Source: an optimization exercise on an open RTL-to-GDS flow (aim: small area). Production flows keep margins and buffers that such runs may drop. Function was not checked in any run shown here: the RTL went through the layout flow alone. Power figures rest on the tool's default switching activity, not on a simulated workload.

==> design/flow/design.v <==
`timescale 1ns / 1ps
module aufg_aoi222x8 (
   input  logic [7:0] a, b, c,
   input  logic       sa, sb, sc,
   output logic [7:0] y
);
   assign y = ~((a & {8{sa}}) | (b & {8{sb}}) | (c & {8{sc}}));
endmodule
module aufg_nand4x8 (
   input  logic [7:0] a, b, c, d,
   output logic [7:0] y
);
   assign y = ~(a & b & c & d);
endmodule
module aufg_nand2x8 (
   input  logic [7:0] a, b,
   output logic [7:0] y
);
   assign y = ~(a & b);
endmodule
module aufg_or4x8 (
   input  logic [7:0] a, b, c, d,
   output logic [7:0] y
);
   assign y = a | b | c | d;
endmodule
module aufg_or4g8 (
   input  logic [7:0] a, b, c, d,
   input  logic       sn,
   output logic [7:0] y
);
   assign y = a | b | d | (c & {8{sn}});
endmodule
module aufg_and2x8 (
   input  logic [7:0] a,
   input  logic       s,
   output logic [7:0] y
);
   assign y = a & {8{s}};
endmodule
module aufg_dec3 (
   input  logic [2:0] x,
   input  logic       en,
   output logic [7:0] y
);
   assign y = en ? (8'd1 << x) : 8'd0;
endmodule
module aufg_dec3n (
   input  logic [2:0] x,
   output logic [7:0] y
);
   assign y = 8'd1 << x;
endmodule
module aufg_image (
   input  logic        busy,
   input  logic        udp,
   input  logic [5:0]  cnt,
   input  logic        req_udp,
   input  logic [7:0]  dmac0,
   input  logic [39:0] s_dmac,
   input  logic [47:0] s_smac,
   input  logic [31:0] s_sip,
   input  logic [31:0] s_tip,
   input  logic [15:0] s_sport,
   input  logic [15:0] s_dport,
   input  logic [15:0] s_ident,
   input  logic [7:0]  s_ttl,
   input  logic [7:0]  csum_hi_n,
   output logic [7:0]  nb,
   output logic [7:0]  cs_in
);
   logic [63:0] u, a, c;
   logic        first_udp;
   logic        csph;
   logic [27:0] sel;
   logic [7:0]  k;
   logic [7:0] lo, hu, ha, hc;
   aufg_dec3n u_dec_lo (.x(cnt[2:0]), .y(lo));
   aufg_dec3n u_dec_hc (.x(cnt[5:3]), .y(hc));
   assign hu = udp ? hc : 8'd0;
   assign ha = udp ? 8'd0 : hc;
   for (genvar i = 0; i < 64; i++) begin : g_at
      assign u[i] = hu[i/8] & lo[i%8];
      assign a[i] = ha[i/8] & lo[i%8];
      assign c[i] = hc[i/8] & lo[i%8];
   end
   assign first_udp = !busy && req_udp;
   assign csph      = cnt >= 6'd8 && cnt <= 6'd19;
   assign sel[0] = first_udp;    
   assign sel[1] = u[3];    
   assign sel[2] = u[4];    
   assign sel[3] = u[5];    
   assign sel[4] = u[6];    
   assign sel[5] = u[7];    
   assign sel[6] = u[8] | a[8] | a[24];    
   assign sel[7] = u[9] | a[9] | a[25];    
   assign sel[8] = u[10] | a[10] | a[26];    
   assign sel[9] = u[11] | a[11] | a[27];    
   assign sel[10] = u[12] | a[12] | a[28];    
   assign sel[11] = u[13] | a[13] | a[29];    
   assign sel[12] = u[36];    
   assign sel[13] = u[37];    
   assign sel[14] = u[38];    
   assign sel[15] = u[39];    
   assign sel[16] = u[20] | c[8];    
   assign sel[17] = u[21] | c[9];    
   assign sel[18] = u[24] | c[10];    
   assign sel[19] = u[26] | u[27];    
   assign sel[20] = u[28] | a[30] | c[12];    
   assign sel[21] = u[29] | a[31] | c[13];    
   assign sel[22] = u[30] | a[32] | c[14];    
   assign sel[23] = u[31] | a[33] | c[15];    
   assign sel[24] = u[32] | a[40] | c[16];    
   assign sel[25] = u[33] | a[41] | c[17];    
   assign sel[26] = u[34] | a[42] | c[18];    
   assign sel[27] = u[35] | a[43] | c[19];    
   assign k[0] = u[16] | u[19] | u[25] | u[41] | u[45] | u[48] | u[51] | u[53] | u[54] | u[56] | u[57] | a[3] | a[4] | a[5] | a[6] | a[7] | a[17] | a[23] | (!busy && !req_udp);
   assign k[1] = u[19] | u[41] | u[48] | u[50] | u[53] | u[54] | u[55] | u[56] | a[3] | a[4] | a[5] | a[6] | a[7] | a[15] | a[20] | (!busy && !req_udp);
   assign k[2] = u[16] | u[41] | u[45] | u[46] | u[47] | u[48] | u[50] | u[51] | u[52] | u[53] | u[54] | a[3] | a[4] | a[5] | a[6] | a[7] | a[15] | a[20] | a[21] | (!busy && !req_udp);
   assign k[3] = u[14] | u[19] | u[44] | u[46] | u[47] | u[48] | u[50] | u[54] | u[56] | a[3] | a[4] | a[5] | a[6] | a[7] | a[14] | a[18] | (!busy && !req_udp);
   assign k[4] = u[25] | u[41] | u[52] | u[53] | u[55] | a[3] | a[4] | a[5] | a[6] | a[7] | (!busy && !req_udp);
   assign k[5] = u[19] | u[45] | u[46] | u[47] | u[48] | u[49] | u[51] | u[52] | u[53] | u[54] | u[55] | u[56] | u[57] | a[3] | a[4] | a[5] | a[6] | a[7] | (!busy && !req_udp);
   assign k[6] = u[16] | u[22] | u[44] | u[45] | u[46] | u[47] | u[48] | u[50] | u[51] | u[52] | u[53] | u[54] | u[55] | u[56] | a[3] | a[4] | a[5] | a[6] | a[7] | (!busy && !req_udp);
   assign k[7] = a[3] | a[4] | a[5] | a[6] | a[7] | (!busy && !req_udp);
   logic [79:0] t;
   aufg_aoi222x8 u_aoi0 (.a(dmac0), .b(s_dmac[39:32]), .c(s_dmac[31:24]), .sa(sel[0]), .sb(sel[1]), .sc(sel[2]), .y(t[0 +: 8]));
   aufg_aoi222x8 u_aoi1 (.a(s_dmac[23:16]), .b(s_dmac[15:8]), .c(s_dmac[7:0]), .sa(sel[3]), .sb(sel[4]), .sc(sel[5]), .y(t[8 +: 8]));
   aufg_aoi222x8 u_aoi2 (.a(s_smac[47:40]), .b(s_smac[39:32]), .c(s_smac[31:24]), .sa(sel[6]), .sb(sel[7]), .sc(sel[8]), .y(t[16 +: 8]));
   aufg_aoi222x8 u_aoi3 (.a(s_smac[23:16]), .b(s_smac[15:8]), .c(s_smac[7:0]), .sa(sel[9]), .sb(sel[10]), .sc(sel[11]), .y(t[24 +: 8]));
   aufg_aoi222x8 u_aoi4 (.a(s_sport[15:8]), .b(s_sport[7:0]), .c(s_dport[15:8]), .sa(sel[12]), .sb(sel[13]), .sc(sel[14]), .y(t[32 +: 8]));
   assign t[40 +: 8] = ~(s_dport[7:0] & {8{sel[15]}});
   aufg_aoi222x8 u_aoi6 (.a(s_ident[15:8]), .b(s_ident[7:0]), .c(s_ttl), .sa(sel[16]), .sb(sel[17]), .sc(sel[18]), .y(t[48 +: 8]));
   aufg_aoi222x8 u_aoi7 (.a(csum_hi_n), .b(s_sip[31:24]), .c(s_sip[23:16]), .sa(sel[19]), .sb(sel[20]), .sc(sel[21]), .y(t[56 +: 8]));
   aufg_aoi222x8 u_aoi8 (.a(s_sip[15:8]), .b(s_sip[7:0]), .c(s_tip[31:24]), .sa(sel[22]), .sb(sel[23]), .sc(sel[24]), .y(t[64 +: 8]));
   aufg_aoi222x8 u_aoi9 (.a(s_tip[23:16]), .b(s_tip[15:8]), .c(s_tip[7:0]), .sa(sel[25]), .sb(sel[26]), .sc(sel[27]), .y(t[72 +: 8]));
   logic [7:0] g0, g1, g2, gm, gc;
   aufg_nand4x8 u_nand0 (.a(t[0 +: 8]), .b(t[8 +: 8]), .c(t[16 +: 8]), .d(t[24 +: 8]), .y(g0));
   aufg_nand2x8 u_nand1 (.a(t[32 +: 8]), .b(t[40 +: 8]), .y(g1));
   aufg_nand4x8 u_nand2 (.a(t[48 +: 8]), .b(t[56 +: 8]), .c(t[64 +: 8]), .d(t[72 +: 8]), .y(g2));
   aufg_or4g8 u_or (.a(g0), .b(g1), .c(g2), .d(k), .sn(!csph), .y(nb));
   aufg_and2x8 u_cs (.a(g2), .s(csph), .y(gc));
   assign cs_in = gc;
endmodule
`timescale 1ns / 1ps
module arp_udp_frame_generator (
   input  logic        clock,
   input  logic        reset,
   input  logic        start,
   output logic        busy,
   input  logic [32:0] req_data,    
   output logic        rsp_strobe,
   output logic [8:0]  rsp_data,    
   input  logic        csr_we,
   input  logic [2:0]  csr_index,
   input  logic [47:0] csr_wdata
);
   logic [47:0] c_smac, c_dmac;
   logic [31:0] c_sip;
   logic [15:0] c_sport, c_dport, c_ident;
   logic [7:0]  c_ttl;
   logic [6:0] c_en;
   always_comb begin
      for (int k = 0; k < 7; k++) begin
         c_en[k] = reset || (csr_we && csr_index == 3'(k));
      end
   end
   always_ff @(posedge clock) begin
      if (c_en[0]) c_smac  <= reset ? 48'h0          : csr_wdata;
      if (c_en[1]) c_sip   <= reset ? 32'h7F00_0001  : csr_wdata[31:0];
      if (c_en[2]) c_dmac  <= reset ? 48'h0          : csr_wdata;
      if (c_en[3]) c_sport <= reset ? 16'd43966      : csr_wdata[15:0];
      if (c_en[4]) c_dport <= reset ? 16'd8080       : csr_wdata[15:0];
      if (c_en[5]) c_ident <= reset ? 16'h8397       : csr_wdata[15:0];
      if (c_en[6]) c_ttl   <= reset ? 8'h40          : csr_wdata[7:0];
   end
   logic       active;
   logic       udp;
   logic [5:0] cnt;
   logic [5:0] cnt_inc;
   logic       last_r;
   logic [7:0] ob;
   assign cnt_inc    = cnt + 6'd1;
   assign busy       = active && !last_r;
   assign rsp_strobe = active;
   assign rsp_data   = {ob, last_r};
   always_ff @(posedge clock) begin
      if (reset) active <= 1'b0;
      else       active <= start || busy;
   end
   always_ff @(posedge clock) begin
      if (reset || (!busy && !start)) cnt <= 6'd63;
      else                            cnt <= busy ? cnt_inc : 6'd3;
      last_r <= busy && (udp ? (cnt_inc == 6'd59) : (cnt_inc == 6'd44));
   end
   logic [47:0] s_smac;
   logic [39:0] s_dmac;
   logic [31:0] s_sip, s_tip;
   logic [15:0] s_sport, s_dport, s_ident;
   logic [7:0]  s_ttl;
   logic [15:0] acc;
   logic        acc_c;
   logic        acc_init;
   logic        acc_run;
   logic [7:0]  cs_in;
   logic [8:0]  cs_sum;
   assign acc      = s_dmac[15:0];
   assign acc_c    = s_dmac[16];
   assign acc_init = (cnt == 6'd7);
   assign acc_run  = (cnt >= 6'd7);
   assign cs_sum = {1'b0, acc[15:8]} + {1'b0, cs_in} + {8'h00, acc_c};
   always_ff @(posedge clock) begin
      if (!busy) begin
         udp     <= req_data[32];
         s_tip   <= req_data[31:0];
         s_smac  <= c_smac;
         s_dmac  <= c_dmac[39:0];
         s_sip   <= c_sip;
         s_sport <= c_sport;
         s_dport <= c_dport;
         s_ident <= c_ident;
         s_ttl   <= c_ttl;
      end else if (acc_run) begin
         if (acc_init) s_dmac[16:0] <= 17'h0853C;    
         else          s_dmac[16:0] <= {cs_sum[8], acc[7:0], cs_sum[7:0]};
      end
   end
   logic [7:0] nb;
   aufg_image u_image (
      .busy    (busy),
      .udp     (udp),
      .cnt     (cnt),
      .req_udp (req_data[32]),
      .dmac0   (c_dmac[47:40]),
      .s_dmac  (s_dmac),
      .s_smac  (s_smac),
      .s_sip   (s_sip),
      .s_tip   (s_tip),
      .s_sport (s_sport),
      .s_dport (s_dport),
      .s_ident (s_ident),
      .s_ttl   (s_ttl),
      .csum_hi_n (~acc[15:8]),
      .cs_in   (cs_in),
      .nb      (nb)
   );
   always_ff @(posedge clock) begin
      ob <= nb;
   end
endmodule
==> design/flow/flow/run.sh <==
#!/bin/bash
# the standard layout, with plain buf_1 cells as the port buffers, synthesis
# buffers removed at floorplan, and abc mapping for light loads (the layout's
# repair steps size the drivers that need it)
set -euo pipefail
export BUFFER_PORTS_ARGS="-buffer_cell sky130_fd_sc_hd__buf_1"
export REMOVE_ABC_BUFFERS=1
bash standard.sh ABC_LOAD_IN_FF=1 ABC_DRIVER_CELL=sky130_fd_sc_hd__buf_8 finish > standard_flow.log 2>&1
==> design/flow/standard.sh <==
#!/bin/bash
# synth_recipe.tcl (not shown) runs the flow's synth.tcl, then flattens the netlist and writes it again
# the make line also repeats each setting of config.mk as NAME=value (left out here)
make -C /OpenROAD-flow-scripts/flow DESIGN_CONFIG=/design/flow/config.mk WORK_HOME=/design/flow/orfs CLKGATE_MAP_FILE= SYNTH_SCRIPT=/design/flow/synth_recipe.tcl "${@:-finish}"
==> design/flow/config.mk <==
export PLATFORM = sky130hd
export DESIGN_NAME = arp_udp_frame_generator
export DESIGN_NICKNAME = arp_udp_frame_generator
export VERILOG_FILES = /design/flow/design.v
export SDC_FILE = /design/flow/constraint.sdc
export NUM_CORES = 4
export LEC_CHECK = 0
export CAP_MARGIN = 20
export CORE_MARGIN = 2
export CORE_UTILIZATION = 50
export CTS_BUF_LIST = sky130_fd_sc_hd__clkbuf_8
export CTS_CLUSTER_DIAMETER = 80
export CTS_CLUSTER_SIZE = 16
export SLEW_MARGIN = 20
export SYNTH_HIERARCHICAL = 1
export SYNTH_MINIMUM_KEEP_SIZE = 0
==> design/flow/constraint.sdc <==
create_clock -name core_clock -period 5.0 [get_ports {clock}]
set_input_delay 1.0000 -clock core_clock [delete_from_list [all_inputs] [get_ports {clock}]]
set_output_delay 1.0000 -clock core_clock [all_outputs]
set_load 0.01 [all_outputs]
==> notes.md, run 1 <==
The cell type of the slowest stage on the worst timing path is a222oi_1. Post-CTS timing repair inserted 0 buffers for setup. The clock latency of the later-clocked register in the worst-skew pair came out at 610 ps. The initialized floorplan defines 64 standard-cell rows.

The vertical die dimension came out at 179.4 um. The number of DRC markers after the initial detailed-route iteration is 1139. The register bit count reported by yosys came out at 409.

Sequential elements use 78.76% of the synthesized area. The number of buffers inserted during clock tree synthesis is 29. The post-synthesis async set-or-reset flop share is 0%. The setup path with the least slack is of type register to register. After layout, the worst path uses 90.10% of the clock period.

The total number of clock tree sinks is 409. The count of different cell masters after synthesis is 59. The number of antenna-violating nets in the routed design came out at 0. The kind of cell with the highest combined delay on the critical path is compound AO/OA/AOI/OAI gates.

The total vias in the final route is 8437. Averaged over all synthesized cells, the footprint is 17.37 um^2. The measured slew at the worst slew-check pin is 1067 ps. The setup-violating endpoint count in the final report came out at 0.

The die boundary width is 179.4 um. The sum of negative setup slack is 0 ps. The detailed-route vias per instance is 5.912. The worst hold path was traced through 0 stages. The cell at the root of the clock tree is clkbuf_8. The worst min-delay path category is register to register. TritonCTS built the clock tree. The first global-routing pass estimated 50.68 mm of wire. Global routing finished with a remaining overflow of 0. The count of boundary I/O pins is 99. Hold repair after CTS inserted 0 buffers. The cell leakage power came out at 5.877 nW. The most common cell type on the critical path is fa_1. For this run, design rule violations remaining after detail routing come to 0. The number of max-slew violations in the final report is 0. The maximum number of pins on one net before global-route repair came out at 94. STA classifies the critical path startpoint as a register. The longest individual stage delay on the worst path came out at 640 ps. The number of nets in the layout is 1106. Timing would allow up to 0.2220 GHz. The worst-case register-to-register setup slack is 490 ps.

The maximum buffer depth of the clock tree came out at 3. Counting flops with a built-in enable in the synthesized netlist gives 393. The data required time of the worst path is 5330 ps. Global routing used 20.88% of the available tracks. For hold timing, the worst endpoint is s_smac[20]$_DFFE_PN_.

STA classifies the critical path endpoint as a register. Together, buffers and inverters on the worst path number 1. The share of final-layout standard cells stronger than drive strength 1 is 8.632%. The run finished with no timing, DRC or antenna violations. Counting I/O delays and the setup requirement, the final critical path takes 4505 ps. The initial antenna violation count is 0.

Post-CTS repair changed the size of 0 cells. For the worst flop-to-flop path, the logic depth is 15. The power per standard cell area came out at 372.4 mW/mm^2. The via count of the first global-routing pass is 8198.

The critical path starts at cnt[3]$_SDFF_PP1_. The reported max-cap violation count came out at 0. The average detailed-routed wire length per instance came out at 24.08 um.

The number of levels the H-tree was split into is 1. The first detailed-routing pass ran for 8 iterations. Setup repair after global routing left no endpoint under its margin. In this run the most critical hold path is launched from c_smac[20]$_DFFE_PP_. Across the routed clock network, the largest skew measured is 14.21 ps. Synthesis handed over a netlist of 886 instances.

In this run the standard cell core region covers 0.03043 mm^2. The worst register-to-register path ends at s_dmac[16]$_DFFE_PP_. The number of diodes came out at 0. The effective utilization at floorplan is 50.58%. The synthesized netlist occupies a cell area of 0.01539 mm^2. The register clock-pin slew on the reported worst setup and hold paths came out at 110 ps. The full die area is 0.03220 mm^2. The routed design has 34.36 mm of wire. The number of failing hold endpoints at the final stage is 0. The number of I/O port buffers came out at 98. The post-detailed-placement half-perimeter wirelength is 23.32 mm.

The filler cells instantiated in the layout total 2499. Of all nets on the critical path, the largest fanout is 14. Walking the worst path, the cells encountered are nor3b_1 > and2_1 > a211oi_1 > nor2b_1 > a222oi_1 > nand4_1 > and2_0 > inv_1 > fa_1 > fa_1 > nor2b_4 > o31a_1 > or3b_1 > a31oi_1 > o31ai_1. The peak supply drop is 196.2 uV. In the synthesized netlist the dominant register cell turns out to be edfxtp_1. The arrival time reported for the critical path endpoint came out at 4840 ps.

The placer's final routability congestion estimate came out at 0.9102. The number of warning messages in the yosys log came out at 7. In this run the critical register-to-register path is launched from cnt[3]$_SDFF_PP1_. Measured against its own limit, the worst slew margin works out to 28.74%. After layout, the design draws a total of 6.263 mW. The post-route core utilization came out at 55.27%. The area growth from synthesis to layout is 9.277%.
-- metrics by stage --
stage               area [um^2]  hold slack [ps]  setup WS (ps)  cells
floorplan                 15280            400.3          -2907    859
global placement          16310            400.3          755.1   1373
detailed placement        16310            404.5          520.9   1373
CTS                       16810            423.0          499.3   1427
global route              16820            425.9          107.5   1427
finish                    16820            418.2          494.8   1427
-- worst register-to-register path, stage by stage (launching register included) --
cell	delay [ps]
dfxtp_1	580
nor3b_1	190
and2_1	190
a211oi_1	500
nor2b_1	260
a222oi_1	640
nand4_1	190
and2_0	190
inv_1	60
fa_1	210
fa_1	270
nor2b_4	60
o31a_1	260
or3b_1	360
a31oi_1	190
o31ai_1	80
-- area by class of cell --
| type | count | area (um^2) | share of cell area [%] |
|---|---|---|---|
| clock inverter | 25 | 106.4 | 0.6324 |
| timing repair buffer | 118 | 525.5 | 3.125 |
| inverter | 15 | 56.30 | 0.3348 |
| clock buffer | 29 | 399.1 | 2.373 |
| sequential | 409 | 12120 | 72.08 |
| tap | 396 | 495.5 | 2.946 |
| multi-input combinational | 435 | 3113 | 18.51 |
-- kinds of logic (layout without fill, tap and decap cells) --
logic type / count (synthesis) / in the layout / share of synthesized area, %
compound gates: 158 / 158 / 8.959
xor+xnor: 9 / 9 / 0.5122
fa+ha+maj: 10 / 10 / 0.9106
buf+inv: 42 / 187 / 1.081
flops: 409 / 409 / 78.76
simple gates: 258 / 258 / 9.772
-- synthesized netlist by cell type, types with 4 or more instances --
library cell | instances | area [um^2]
ha_1 | 8 | 100.1
and3b_1 | 7 | 61.31
edfxtp_1 | 393 | 11800
nor3_1 | 4 | 20.02
a2111o_1 | 8 | 90.09
and2_0 | 8 | 50.05
a31oi_1 | 5 | 31.28
nand3_1 | 4 | 20.02
a21o_1 | 6 | 45.04
xor2_1 | 6 | 52.55
and2_1 | 4 | 25.02
and3_1 | 12 | 75.07
nand2_1 | 48 | 180.2
buf_2 | 4 | 20.02
nor2b_1 | 94 | 588.1
o31ai_1 | 6 | 45.04
a21oi_1 | 7 | 35.03
a222oi_1 | 72 | 720.7
or2_2 | 25 | 156.4
clkbuf_1 | 22 | 82.58
nor3b_1 | 7 | 52.55
a22o_1 | 6 | 52.55
inv_1 | 14 | 52.55
nand4_1 | 19 | 118.9
nor2_1 | 13 | 48.80
a31o_2 | 4 | 35.03
dfxtp_1 | 16 | 320.3
o21ai_0 | 18 | 90.09
-- flip-flops by register name (all words and copies together) (netlist names), 6 cells and up --
name and count:
c_sip 32, c_ident 16, ob 8, s_smac 48, c_ttl 8, s_ttl 8, s_ident 16, c_dport 16
c_dmac 48, c_sport 16, c_smac 48, s_tip 32, s_dport 16, s_sport 16, s_dmac 40, s_sip 32
cnt 6
-- per-module statistics from Yosys, one instance, submodules excluded --
| module | times used | area (um^2) |
|---|---|---|
| arp_udp_frame_generator | 1 | 13580 |
| aufg_image | 1 | 694.4 |
| aufg_or4g8 | 1 | 90.09 |
| aufg_aoi222x8 | 9 | 80.08 |
| aufg_dec3n | 2 | 60.06 |
| aufg_and2x8 | 1 | 50.05 |
| aufg_nand4x8 | 2 | 50.05 |
| aufg_nand2x8 | 1 | 30.03 |
-- placed cells by master, fill, tap and decap left out, types with 12 or more instances in the layout --
| cell type | synthesis | final |
|---|---|---|
| nand2_1 | 48 | 48 |
| inv_1 | 14 | 37 |
| buf_1 | 0 | 97 |
| dfxtp_1 | 16 | 16 |
| nor2_1 | 13 | 13 |
| or2_2 | 25 | 25 |
| and3_1 | 12 | 12 |
| o21ai_0 | 18 | 18 |
| edfxtp_1 | 393 | 393 |
| nand4_1 | 19 | 19 |
| nor2b_1 | 94 | 93 |
| buf_4 | 1 | 19 |
| a222oi_1 | 72 | 72 |
| clkbuf_8 | 0 | 29 |
-- worst max path at each step --
stage / to / slack [ps] / depth (start not counted)
6_report: s_dmac[16]$_DFFE_PP_ / 490 / 15
5_1_grt: s_dmac[16]$_DFFE_PP_ / 110 / 15
4_1_cts: s_dmac[16]$_DFFE_PP_ / 500 / 15
3_5_place_dp: s_dmac[16]$_DFFE_PP_ / 520 / 15
3_3_place_gp: s_dmac[16]$_DFFE_PP_ / 760 / 15
2_1_floorplan: s_dmac[0]$_DFFE_PP_ / -2910 / 3
-- routing by layer --
layer	up-vias	GRT usage [%]	routed length, um
li1	3827	-	-
met1	4138	30.19	14410
met2	416	33.61	15970
met3	56	3.019	3041
met4	0	5.659	941
met5	-	0	0
-- power breakdown --
part / internal [mW] / switching (mW)
Clock: 0.552 / 1.00
Combinational: 0.140 / 0.300
Sequential: 4.14 / 0.126
==> inputs of run 2 (changes only) <==
--- a/design/flow/design.v
+++ b/design/flow/design.v
@@ -180,13 +180,10 @@
    logic       last_r;
    logic [7:0] ob;
    assign cnt_inc    = cnt + 6'd1;
+   assign active     = (cnt != 6'd63);    
    assign busy       = active && !last_r;
    assign rsp_strobe = active;
    assign rsp_data   = {ob, last_r};
-   always_ff @(posedge clock) begin
-      if (reset) active <= 1'b0;
-      else       active <= start || busy;
-   end
    always_ff @(posedge clock) begin
       if (reset || (!busy && !start)) cnt <= 6'd63;
       else                            cnt <= busy ? cnt_inc : 6'd3;
==> notes.md, run 2 <==
The flow ran to the end and the layout has no timing, DRC or antenna violations. After detailed routing, the average wire length per cell comes to 24.71 um. Clock-pin slew was measured on the worst setup and hold paths at 110 ps.

Before antenna repair, the detailed router went through 6 iterations. The post-synthesis async set-or-reset flop share is 0%. The reported max-cap violation count is 0.

In the final layout, the registers with the most flip-flops are c_dmac: 48 flops, c_smac: 48 flops, s_smac: 48 flops. The synthesis-to-finish area growth is 8.602%. The biggest area contributor in the post-synthesis netlist is edfxtp_1. After Yosys synthesis, full adders, half adders and majority gates account for 0.9080% of the synthesized area. The main combinational cell family by area after synthesis is simple AND/OR/NAND/NOR gates. The post-CTS setup repair buffer count came out at 0. The worst setup path is captured at a register.

The peak supply drop is 442.1 uV. The share of total power dissipated in sequential elements is 61.7%. The worst hold path belongs to the class register to register. The tree is rooted in a clkbuf_8. The full die area is 0.03229 mm^2. The placed instances occupy a cell area of 0.01630 mm^2. The most common library cell in the layout ignoring fill and taps is edfxtp_1. The fill cell total of the finished layout is 2451.

The analysis attributes to cell leakage a power of 5.684 nW. The worst register-to-register path begins at cnt[4]$_SDFF_PP1_. Of the total power, the clock network draws 17.3%. At the worst endpoint, the required time is 5360 ps. The commonest cells after synthesis are 393 x edfxtp_1, 93 x nor2b_1, 72 x a222oi_1. Detailed routing inserted a total of 8420 vias.

The number of diodes is 0. The worst pin sits at a relative slew slack of 30.60%. The hold path depth came out at 0. Summed over all failing endpoints, the final setup total negative slack is 0 ps. The total number of clock tree sinks is 408. The top cell types in the final layout, fill and taps aside, are 393 x edfxtp_1, 97 x buf_1, 93 x nor2b_1, 72 x a222oi_1, 32 x nand2_1. TritonCTS built the clock tree. The count of different cell masters after synthesis came out at 62. Along the worst path, the maximum fanout reaches 15. The maximum buffer depth of the clock tree came out at 3.

Port buffering added 98 buffers. The initial utilization of the core area, before any placement, comes to 50.59%. The share of final-layout standard cells stronger than drive strength 1 is 8.532%.

The start point of the worst min-delay path is c_smac[14]$_DFFE_PP_. The Yosys step of the flow raised 7 warnings. The number of cells produced by synthesis is 879.

The cell area after synthesis is 0.01543 mm^2. Routability-driven placement finished with a final weighted congestion of 0.8903. The total track usage came out at 21.29%. The setup-violating endpoint count in the final report is 0. The number of antenna-violating nets in the routed design came out at 0. The floorplan step set the die width to 179.7 um.

The number of levels the H-tree was split into is 1. The xor/xnor share of the synthesized area came out at 0.3405%. The wire length of the first global-routing pass is 51.75 mm. The mux cell area share after synthesis is 0%. The number of buffers inserted during clock tree synthesis is 29.

The hold buffer count at cts came out at 0. The remaining design rule violation count is 0. The register bit count reported by yosys is 408. After detailed placement, the design holds a cell count of 1361.

The power per standard cell area is 532.6 mW/mm^2. In this run the critical register-to-register path is captured at s_dmac[6]$_DFFE_PP_. The smallest clock period supported by the final layout is computed as 4449 ps. Of the total synthesized cell area, the portion taken by AND, OR, NAND and NOR gates is 9.737%. The most common flop cell mapped by yosys is edfxtp_1. The number of max-slew violations in the final report came to 0.

Combinational cells account for 21.0% of the total power. The detailed-route vias per instance came out at 5.997. The total core area came out at 0.03051 mm^2. At the end of the flow, the number of nets in the layout was 1094. Gates resized during post-CTS repair numbered 0. At the pin with the least slew margin, the transition time is 1037 ps. The initial antenna violation count is 0. After routing the design area is 0.01676 mm^2. Data arrives at the worst endpoint at 4810 ps. The sequential standard cell area came out at 0.01210 mm^2. The via count of the first global-routing pass is 8279. In this run the core area contains 64 standard-cell rows. The total area of multi-input combinational cells came out at 0.003151 mm^2. The cell type of the slowest stage on the worst timing path is nor3b_1. After layout, the worst path uses 88.98% of the clock period. The number of failing hold endpoints at the final stage is 0.

The overall routed net length is 34.70 mm. The achievable frequency came out at 0.2248 GHz. Dividing the synthesized area by the synthesized cell count gives 17.56 um^2. The switching fraction of total power is 30.97%. The critical path is of the register to register type. The power after layout is 8.927 mW.

The most common cell in the synthesized netlist is edfxtp_1. The clock skew after layout came out at 22.44 ps. Setup repair after global routing left no endpoint under its margin. The end point of the worst hold path is s_smac[14]$_DFFE_PP_.

The number of DRC markers after the initial detailed-route iteration is 1153. The critical path goes through nor3b_1 > a211oi_1 > nor2b_1 > a222oi_1 > nand4_1 > and2_0 > inv_1 > fa_1 > fa_1 > nor2b_1 > o31ai_1 > a21oi_1 > o31ai_1. The vertical die dimension is 179.7 um. Summed over all nets, the switching power comes to 2.764 mW. The share of synthesized area in the top cell type comes to 76.47%. The clock latency of the later-clocked register in the worst-skew pair is 620 ps.

The worst reg-to-reg path cell count is 13. The setup check on the worst reg-to-reg path leaves a slack of 550 ps. 99 I/O pins were placed. The longest individual stage delay on the worst path came out at 880 ps. Internal power comes to 6.162 mW. The global-route congestion overflow total is 0. STA classifies the critical path startpoint as a register. Entering global routing, the biggest net connects 130 pins.

The non-filler instance count after layout came out at 1404. After synthesis, flip-flops and latches occupy 78.41% of the total area. After legalization and detailed placement, the total HPWL measured 23.34 mm. After synthesis, the cell types taking the most area are edfxtp_1 76%, a222oi_1 4.7%, nor2b_1 3.8%. The number of synthesized flops with an enable pin is 393. The fraction of the mapped netlist area in compound gates came out at 9.420%.
[run 2: cell types whose count changed in the layout (fill, tap and decap cells not counted), sizes merged, moves of 4 or more]
cell and delta:
o21ai -8, a31oi -4, a22o +5, inv -14
xor2 -4, nand2 -16, buf -6, nor2 +7
[run 2: cells by family after synthesis]
family | count (synthesis)
AO/OA/AOI/OAI | 161
XOR/XNOR | 6
adder cells (fa/ha/maj) | 10
buffers and inverters | 41
flip-flops | 408
AND/OR/NAND/NOR | 253
[run 2: metrics by stage]
stage | worst slack [ps] | hold slack (ps) | utilization (%)
floorplan | 725.5 | 400.3 | -
global placement | 753.3 | 400.5 | 53.43
detailed placement | 647.6 | 404.5 | 53.43
CTS | 636.8 | 419.6 | 54.94
global route | 123.9 | 431.5 | 54.94
finish | 551.1 | 416.3 | 54.94
[run 2: how the worst max path moves through the flow]
stage | from | end | slack [ps]
global route | cnt[4]$_SDFF_PP1_ | s_dmac[16]$_DFFE_PP_ | 120
CTS | cnt[4]$_SDFF_PP1_ | s_dmac[6]$_DFFE_PP_ | 640
detailed placement | cnt[4]$_SDFF_PP1_ | s_dmac[6]$_DFFE_PP_ | 650
global placement | cnt[4]$_SDFF_PP1_ | s_dmac[6]$_DFFE_PP_ | 750
finish | cnt[4]$_SDFF_PP1_ | s_dmac[6]$_DFFE_PP_ | 550
floorplan | cnt[0]$_SDFF_PP1_ | cnt[1]$_SDFF_PP1_ | 730
[run 2: worst max-delay path, delay by kind of cell, from the launching register on]
kind	cells	cell delay, ps
simple gates	5	1810
compound gates	5	900
fa+ha+maj	2	880
flops	1	570
buf+inv	1	50
[run 2: metal layers]
layer	global-route usage, %	up-vias	part of all wire, %
met2	34.50	357	47
met5	0	-	0
li1	-	3807	-
met1	30.63	4192	43
met4	6.276	0	2.9
met3	2.654	64	7.2
[run 2: area by class of cell]
class	instances	area share [%]
multi-input combinational	430	18.80
tap	396	2.956
clock inverter	14	0.3658
sequential	408	72.20
clock buffer	29	2.381
inverter	15	0.3807
timing repair buffer	112	2.919
[run 2: modules after synthesis (local to each module, per instance)]
module	flip-flops and latches	area, um^2
aufg_nand2x8	0	30.03
aufg_and2x8	0	50.05
aufg_nand4x8	0	50.05
aufg_dec3n	0	60.06
aufg_image	0	694.4
aufg_or4g8	0	90.09
aufg_aoi222x8	0	80.08
arp_udp_frame_generator	408	13630
[run 2: power groups by stage]
stage	logic (mW)	clock network, mW	registers (mW)
after floorplan	1.19	0	5.48
after global placement	1.88	0	5.58
after detailed placement	1.87	0	5.59
after CTS	1.89	1.59	5.52
after global routing	2.05	1.69	5.60
final	1.87	1.54	5.51

[separate check: timing with driven ports]
The results above use ideal ports. As a check the final layouts listed here were re-extracted and re-timed, cells and wires unchanged. Step 1 (the two cells are an assumption about what drives the block):
set clk [get_ports {clock}]
set_driving_cell -lib_cell sky130_fd_sc_hd__clkbuf_16 $clk
set_driving_cell -lib_cell sky130_fd_sc_hd__buf_2 [delete_from_list [all_inputs] $clk]
Step 2, shift: input delay + t, output delay - t, t = (earliest + latest rising clock arrival at the registers) / 2. This alone moves slack from input paths to output paths. Three values: no drivers, after step 1, after step 2; two values: the first two.
| run | t, ns | slack for setup (ns) | worst hold slack (ns) | cell pins on the clock port's net |
|---|---|---|---|---|
| run 1 | 0.650 | 0.495 / 0.495 / 0.495 | 0.418 / 0.418 / 0.418 | 1 |
| run 2 | 0.661 | 0.551 / 0.551 / 0.551 | 0.416 / 0.416 / 0.416 | 1 |
After both steps every run listed still meets setup and hold.
